This design comes from an exercise in tuning for small area, a short achievable clock period and few clock cycles per item on the open sky130 flow, not from production work. Only simulation tests tie the RTL to the original design; equivalence was not proved. Power and IR drop assume default switching activity.

==> flow/design.v <==
module sobel_stream #(
    parameter int WIDTH = 128,
    parameter int DEPTH = 128,
    parameter int PIX_W = 8
) (
    input  logic             ClkPort,
    input  logic             Reset,
    input  logic [PIX_W-1:0] threshold,
    input  logic             in_valid,
    output logic             in_ready,
    input  logic [PIX_W-1:0] in_pixel,
    output logic             out_valid,
    input  logic             out_ready,
    output logic             out_edge,
    output logic             out_first,
    output logic             out_last
);
    localparam int CW  = $clog2(WIDTH);
    localparam int RW  = $clog2(DEPTH);
    localparam int LW  = CW + 1;
    localparam int CAP = 5;                  
    localparam int OW  = $clog2(CAP + 1);
    localparam int FD  = CAP - 1;            
    localparam int FW  = $clog2(FD);
    localparam logic [CW-1:0] COL_LAST = CW'(WIDTH - 1);
    localparam logic [RW-1:0] ROW_LAST = RW'(DEPTH - 1);
    logic             acc, cons, hv, h0, in_first;
    logic [PIX_W-1:0] pix_q, thr_q;
    logic in_ready_n, out_valid_n;
    assign acc = in_valid && !in_ready_n;
    always_ff @(posedge ClkPort) begin
        if (acc) pix_q <= in_pixel;
        if (acc && in_first) thr_q <= threshold;
    end
    logic [PIX_W*WIDTH-1:0] ra, rb;
    logic [PIX_W-1:0]       ta, tb;
    assign ta = ra[PIX_W*WIDTH-1 -: PIX_W];
    assign tb = rb[PIX_W*WIDTH-1 -: PIX_W];
    always_ff @(posedge ClkPort) begin
        ra <= {ra[PIX_W*(WIDTH-1)-1:0], cons ? pix_q : ta};
        rb <= {rb[PIX_W*(WIDTH-1)-1:0], cons ? ta : tb};
    end
    logic [CW-1:0] dph;
    logic          z0, z1;
    logic [LW-1:0] lag;
    logic          l0, l128, l129;
    logic [RW-1:0] g_row;
    logic [CW-1:0] g_col;
    logic          gb, ga, gz;
    logic [1:0]    gk;                       
    logic [OW-1:0] ocnt;
    logic          rm, cp, eb, ei;
    logic emit, emit_int, xfer, inc, dec;
    assign cons     = hv && cp;
    assign emit     = eb || (cons && (gb || ei));
    assign emit_int = cons && ei;
    assign xfer     = !out_valid_n && out_ready;
    assign inc      = cons && !emit;
    assign dec      = emit && !cons;
    logic [RW-1:0] n_row;
    logic [CW-1:0] n_col;
    logic          n_b;
    logic [1:0]    n_k;
    assign n_col = g_col + 1'b1;
    assign n_row = (g_col == COL_LAST) ? ((g_row == ROW_LAST) ? '0 : g_row + 1'b1) : g_row;
    assign n_b   = (g_col >= CW'(WIDTH - 2)) || (g_row == '0) || (g_row == ROW_LAST);
    assign n_k   = !n_b ? 2'b01 :
                   (g_row == ROW_LAST && g_col == COL_LAST) ? 2'b10 :
                   (g_row == ROW_LAST && g_col == CW'(WIDTH - 2)) ? 2'b11 : 2'b00;
    logic          l0_nx, l128_nx, l129_nx, z0_nx, z1_nx, rm_nx, ga_nx, gz_nx, gb_nx, g_last_nx;
    logic [LW-1:0] lag_nx;
    logic [OW-1:0] ocnt_nx;
    assign lag_nx  = inc ? lag + 1'b1 : dec ? lag - 1'b1 : lag;
    assign l0_nx   = inc ? 1'b0 : dec ? (lag == LW'(1)) : l0;
    assign l128_nx = inc ? (lag == LW'(WIDTH - 1)) : dec ? l129 : l128;
    assign l129_nx = inc ? l128 : dec ? 1'b0 : l129;
    assign z0_nx   = cons || z1;
    assign z1_nx   = !cons && (dph == CW'(2));
    assign ocnt_nx = (emit && !xfer) ? ocnt + 1'b1 : (xfer && !emit) ? ocnt - 1'b1 : ocnt;
    assign rm_nx   = !(((ocnt == OW'(CAP)) && (emit || !xfer)) ||
                       ((ocnt == OW'(CAP - 1)) && emit && !xfer));
    assign gb_nx   = emit ? n_b : gb;
    assign ga_nx   = emit ? (g_row == RW'(DEPTH - 2) && g_col == CW'(WIDTH - 4)) : ga;
    assign gz_nx   = emit ? ga : gz;
    assign g_last_nx = l129_nx && (emit ? ga : gz);
    always_ff @(posedge ClkPort) begin
        in_ready <= !Reset && in_ready_nx;
    end
    always_ff @(posedge ClkPort) begin
        h0  <= h0_nx;
        dph <= cons ? '0 : dph - 1'b1;
        z0  <= z0_nx;
        z1  <= z1_nx;
    end
    logic in_first_nx, hv_nx, h0_nx, cp_nx, in_ready_nx;
    assign in_first_nx = acc ? (!in_first && g_last_nx) : in_first;
    assign hv_nx       = acc || (hv && !cons);
    assign h0_nx       = acc ? in_first : h0;
    assign cp_nx       = rm_nx && (h0_nx || z0_nx);
    assign in_ready_nx = in_first_nx ? (in_first && !hv_nx && !emit_int) : (!hv_nx || cp_nx);
    always_ff @(posedge ClkPort or posedge Reset) begin
        if (Reset) begin
            in_ready_n <= 1'b1;
            in_first <= 1'b1;
            hv       <= 1'b0;
            lag      <= '0;
            l0       <= 1'b1;
            l128     <= 1'b0;
            l129     <= 1'b0;
            g_row    <= '0;
            g_col    <= '0;
            gb       <= 1'b1;
            gk       <= 2'b10;
            ga       <= 1'b0;
            gz       <= 1'b0;
            ocnt     <= '0;
            rm       <= 1'b1;
            cp       <= 1'b1;
            eb       <= 1'b0;
            ei       <= 1'b0;
        end else begin
            in_ready_n <= !in_ready_nx;
            in_first <= in_first_nx;
            hv       <= hv_nx;
            lag      <= lag_nx;
            l0       <= l0_nx;
            l128     <= l128_nx;
            l129     <= l129_nx;
            ocnt     <= ocnt_nx;
            rm       <= rm_nx;
            cp       <= cp_nx;
            eb       <= gb_nx && rm_nx && !l0_nx;
            ei       <= !gb_nx && l129_nx;
            gb       <= gb_nx;
            ga       <= ga_nx;
            gz       <= gz_nx;
            if (emit) begin
                g_row <= n_row;
                g_col <= n_col;
                gk    <= n_k;
            end
        end
    end
    logic [9:0]        v_c, v1, vm, vl;
    logic signed [8:0] d_c, d1, dm, dl;
    logic              s1_e, s1_c;
    logic [1:0]        s1_k;
    assign v_c = {2'b00, tb} + {1'b0, ta, 1'b0} + {2'b00, pix_q};
    assign d_c = $signed({1'b0, pix_q}) - $signed({1'b0, tb});
    always_ff @(posedge ClkPort) begin
        v1   <= v_c;
        d1   <= d_c;
        s1_k <= gk;
        vm   <= s1_c ? v1 : vl;
        vl   <= vm;
        dm   <= s1_c ? d1 : dl;
        dl   <= dm;
    end
    logic signed [10:0] gx, gy, gx_q, gy_q;
    logic               s2_e;
    logic [1:0]         s2_k;
    assign gx = $signed({1'b0, v1}) - $signed({1'b0, vl});
    assign gy = 11'(dl) + (11'(dm) <<< 1) + 11'(d1);
    always_ff @(posedge ClkPort) begin
        gx_q <= gx;
        gy_q <= gy;
        s2_k <= s1_k;
    end
    always_ff @(posedge ClkPort or posedge Reset) begin
        if (Reset) begin
            s1_e <= 1'b0;
            s1_c <= 1'b0;
            s2_e <= 1'b0;
        end else begin
            s1_e <= emit;
            s1_c <= cons;
            s2_e <= s1_e;
        end
    end
    logic [11:0] xa, ya, ka, cs_s, cs_c, pg, pp;
    logic        edge_c;
    logic [1:0]  res;
    assign xa   = {2'b00, gx_q[9:0] ^ {10{gx_q[10]}}};
    assign ya   = {2'b00, gy_q[9:0] ^ {10{gy_q[10]}}};
    assign ka   = {4'b1111, ~thr_q};
    assign cs_s = xa ^ ya ^ ka;
    assign cs_c = {(xa[10:0] & ya[10:0]) | (xa[10:0] & ka[10:0]) | (ya[10:0] & ka[10:0]), gx_q[10]};
    assign pg   = cs_s & cs_c;
    assign pp   = cs_s | cs_c;
    always_comb begin
        edge_c = gy_q[10];
        for (int i = 0; i < 12; i++) edge_c = pg[i] | (pp[i] & edge_c);
    end
    assign res = (s2_k == 2'b01) ? {1'b0, edge_c} : s2_k;
    logic [1:0]    fifo [FD];
    logic [FW-1:0] wp, rp;
    logic [FW:0]   fcnt, fcnt_nx;
    logic          fne;                      
    logic          take, pop, push;
    logic [1:0]    head;
    logic          oe_n, of_n, ol_n;
    assign take = out_valid_n || out_ready;
    assign pop     = take && fne;
    assign push    = s2_e && !(take && !fne);
    assign head    = fne ? fifo[rp] : res;
    assign fcnt_nx = (push && !pop) ? fcnt + 1'b1 : (pop && !push) ? fcnt - 1'b1 : fcnt;
    always_ff @(posedge ClkPort) begin
        if (s2_e) fifo[wp] <= res;           
        out_edge  <= take ? (head == 2'b01) : !oe_n;
        out_first <= take ? (head == 2'b10) : !of_n;
        out_last  <= take ? (head == 2'b11) : !ol_n;
        if (take) begin
            oe_n <= !(head == 2'b01);
            of_n <= !(head == 2'b10);
            ol_n <= !(head == 2'b11);
        end
    end
    always_ff @(posedge ClkPort or posedge Reset) begin
        if (Reset) begin
            out_valid <= 1'b0;
            out_valid_n <= 1'b1;
            wp        <= '0;
            rp        <= '0;
            fcnt      <= '0;
            fne       <= 1'b0;
        end else begin
            out_valid   <= !take || fne || s2_e;
            out_valid_n <= take && !(fne || s2_e);
            if (push) wp <= wp + 1'b1;
            if (pop)  rp <= rp + 1'b1;
            fcnt <= fcnt_nx;
            fne  <= (fcnt_nx != '0);
        end
    end
endmodule
export LEC_CHECK = 0
export ABC_CLOCK_PERIOD_IN_PS = 3000
export CAP_MARGIN = 20
export CORE_MARGIN = 2
export CORE_UTILIZATION = 70
export PLACE_DENSITY = 0.8
export SLEW_MARGIN = 20
create_clock -name core_clock -period 9.0 [get_ports {ClkPort}]
standard.sh (not shown) runs the stock make flow with config.mk's settings and CLKGATE_MAP_FILE= SYNTH_SCRIPT=/design/flow/synth_recipe.tcl, a recipe that flattens the netlist after the stock synthesis.
==> flow/flow/run.sh <==
#!/bin/bash
# Standard layout, with the standard synthesis run on its own first, then the rest of the
# flow with a larger setup repair margin, plain buffers on the ports and no dummy clock loads.
set -euo pipefail
bash standard.sh synth > synth.log 2>&1
bash standard.sh SETUP_SLACK_MARGIN=6.3 \
  "BUFFER_PORTS_ARGS=-buffer_cell sky130_fd_sc_hd__buf_2" \
  "CTS_ARGS=-sink_clustering_enable -repair_clock_nets -sink_clustering_size 20 -sink_clustering_max_diameter 42 -dont_use_dummy_load -buf_list sky130_fd_sc_hd__clkbuf_8 -root_buf sky130_fd_sc_hd__clkbuf_16" \
  finish > layout.log 2>&1
Testbench counts at the start, summed over its fixed seeds: cycles 263,224, pixels 262,144.
Next try:
--- a/flow/design.v
+++ b/flow/design.v
@@ -84,9 +84,6 @@
     assign gz_nx   = emit ? ga : gz;
     assign g_last_nx = l129_nx && (emit ? ga : gz);
     always_ff @(posedge ClkPort) begin
-        in_ready <= !Reset && in_ready_nx;
-    end
-    always_ff @(posedge ClkPort) begin
         h0  <= h0_nx;
         dph <= cons ? '0 : dph - 1'b1;
         z0  <= z0_nx;
@@ -100,6 +97,7 @@
     assign in_ready_nx = in_first_nx ? (in_first && !hv_nx && !emit_int) : (!hv_nx || cp_nx);
     always_ff @(posedge ClkPort or posedge Reset) begin
         if (Reset) begin
+            in_ready <= 1'b0;
             in_ready_n <= 1'b1;
             in_first <= 1'b1;
             hv       <= 1'b0;
@@ -119,6 +117,7 @@
             eb       <= 1'b0;
             ei       <= 1'b0;
         end else begin
+            in_ready <= in_ready_nx;
             in_ready_n <= !in_ready_nx;
             in_first <= in_first_nx;
             hv       <= hv_nx;
@@ -151,10 +150,12 @@
         v1   <= v_c;
         d1   <= d_c;
         s1_k <= gk;
-        vm   <= s1_c ? v1 : vl;
-        vl   <= vm;
-        dm   <= s1_c ? d1 : dl;
-        dl   <= dm;
+        if (s1_c) begin
+            vm <= v1;
+            vl <= vm;
+            dm <= d1;
+            dl <= dm;
+        end
     end
     logic signed [10:0] gx, gy, gx_q, gy_q;
     logic               s2_e;
@@ -198,7 +199,6 @@
     logic          fne;                      
     logic          take, pop, push;
     logic [1:0]    head;
-    logic          oe_n, of_n, ol_n;
     assign take = out_valid_n || out_ready;
     assign pop     = take && fne;
     assign push    = s2_e && !(take && !fne);
@@ -206,13 +206,10 @@
     assign fcnt_nx = (push && !pop) ? fcnt + 1'b1 : (pop && !push) ? fcnt - 1'b1 : fcnt;
     always_ff @(posedge ClkPort) begin
         if (s2_e) fifo[wp] <= res;           
-        out_edge  <= take ? (head == 2'b01) : !oe_n;
-        out_first <= take ? (head == 2'b10) : !of_n;
-        out_last  <= take ? (head == 2'b11) : !ol_n;
         if (take) begin
-            oe_n <= !(head == 2'b01);
-            of_n <= !(head == 2'b10);
-            ol_n <= !(head == 2'b11);
+            out_edge  <= (head == 2'b01);
+            out_first <= (head == 2'b10);
+            out_last  <= (head == 2'b11);
         end
     end
     always_ff @(posedge ClkPort or posedge Reset) begin
@@ -224,8 +221,10 @@
             fcnt      <= '0;
             fne       <= 1'b0;
         end else begin
-            out_valid   <= !take || fne || s2_e;
-            out_valid_n <= take && !(fne || s2_e);
+            if (take) begin
+                out_valid   <= fne || s2_e;
+                out_valid_n <= !(fne || s2_e);
+            end
             if (push) wp <= wp + 1'b1;
             if (pop)  rp <= rp + 1'b1;
             fcnt <= fcnt_nx;
The new run completed without violations.
Sequential share of layout area goes up by 0.62 points.
Clock power barely changes.
Clock-buffer cell count went down by 4.
Sequential power stays flat.
Routed wire length came out lower by 3.5%.
Total power goes down by 3.9%.
Final cell count decreases by 1.3%.
Sequential cell count drops by 6.
Testbench counts after the change, summed over its fixed seeds: cycles 263,224, pixels 262,144.

what the ideal ports hide:
Ports are ideal in the flow. The routed layouts listed here were re-timed in OpenROAD.
Step 1, drivers: a clkbuf_16 drives ClkPort and a buf_2 each remaining input, both assumed.
Step 2 adds t to the input delays and takes it off the output delays; t is the mean of the earliest and latest rising clock arrival at the registers after step 1. Input paths then give back, and output paths get back, about the clock's delay inside the block.
a / b / c = ideal / step 1 / step 2; a / b = the first two.
| run | t, ns | setup WS [ns] | hold WS [ns] | clock arrival spread, ns | worst data-port slew with drivers (ns) |
|---|---|---|---|---|---|
| the first run | 0.711 | 6.089 / 6.024 / 5.721 | 0.258 / 0.258 / 0.258 | 0.118 / 0.117 | 0.11 |
| the second run | 0.709 | 6.010 / 5.947 / 5.779 | 0.277 / 0.277 / 0.277 | 0.103 / 0.102 | 0.03 |
After both steps every run listed still meets setup and hold. For the first run, which loses most, drivers alone change the setup slack by -0.065 ns; drivers and shift together by -0.368 ns.
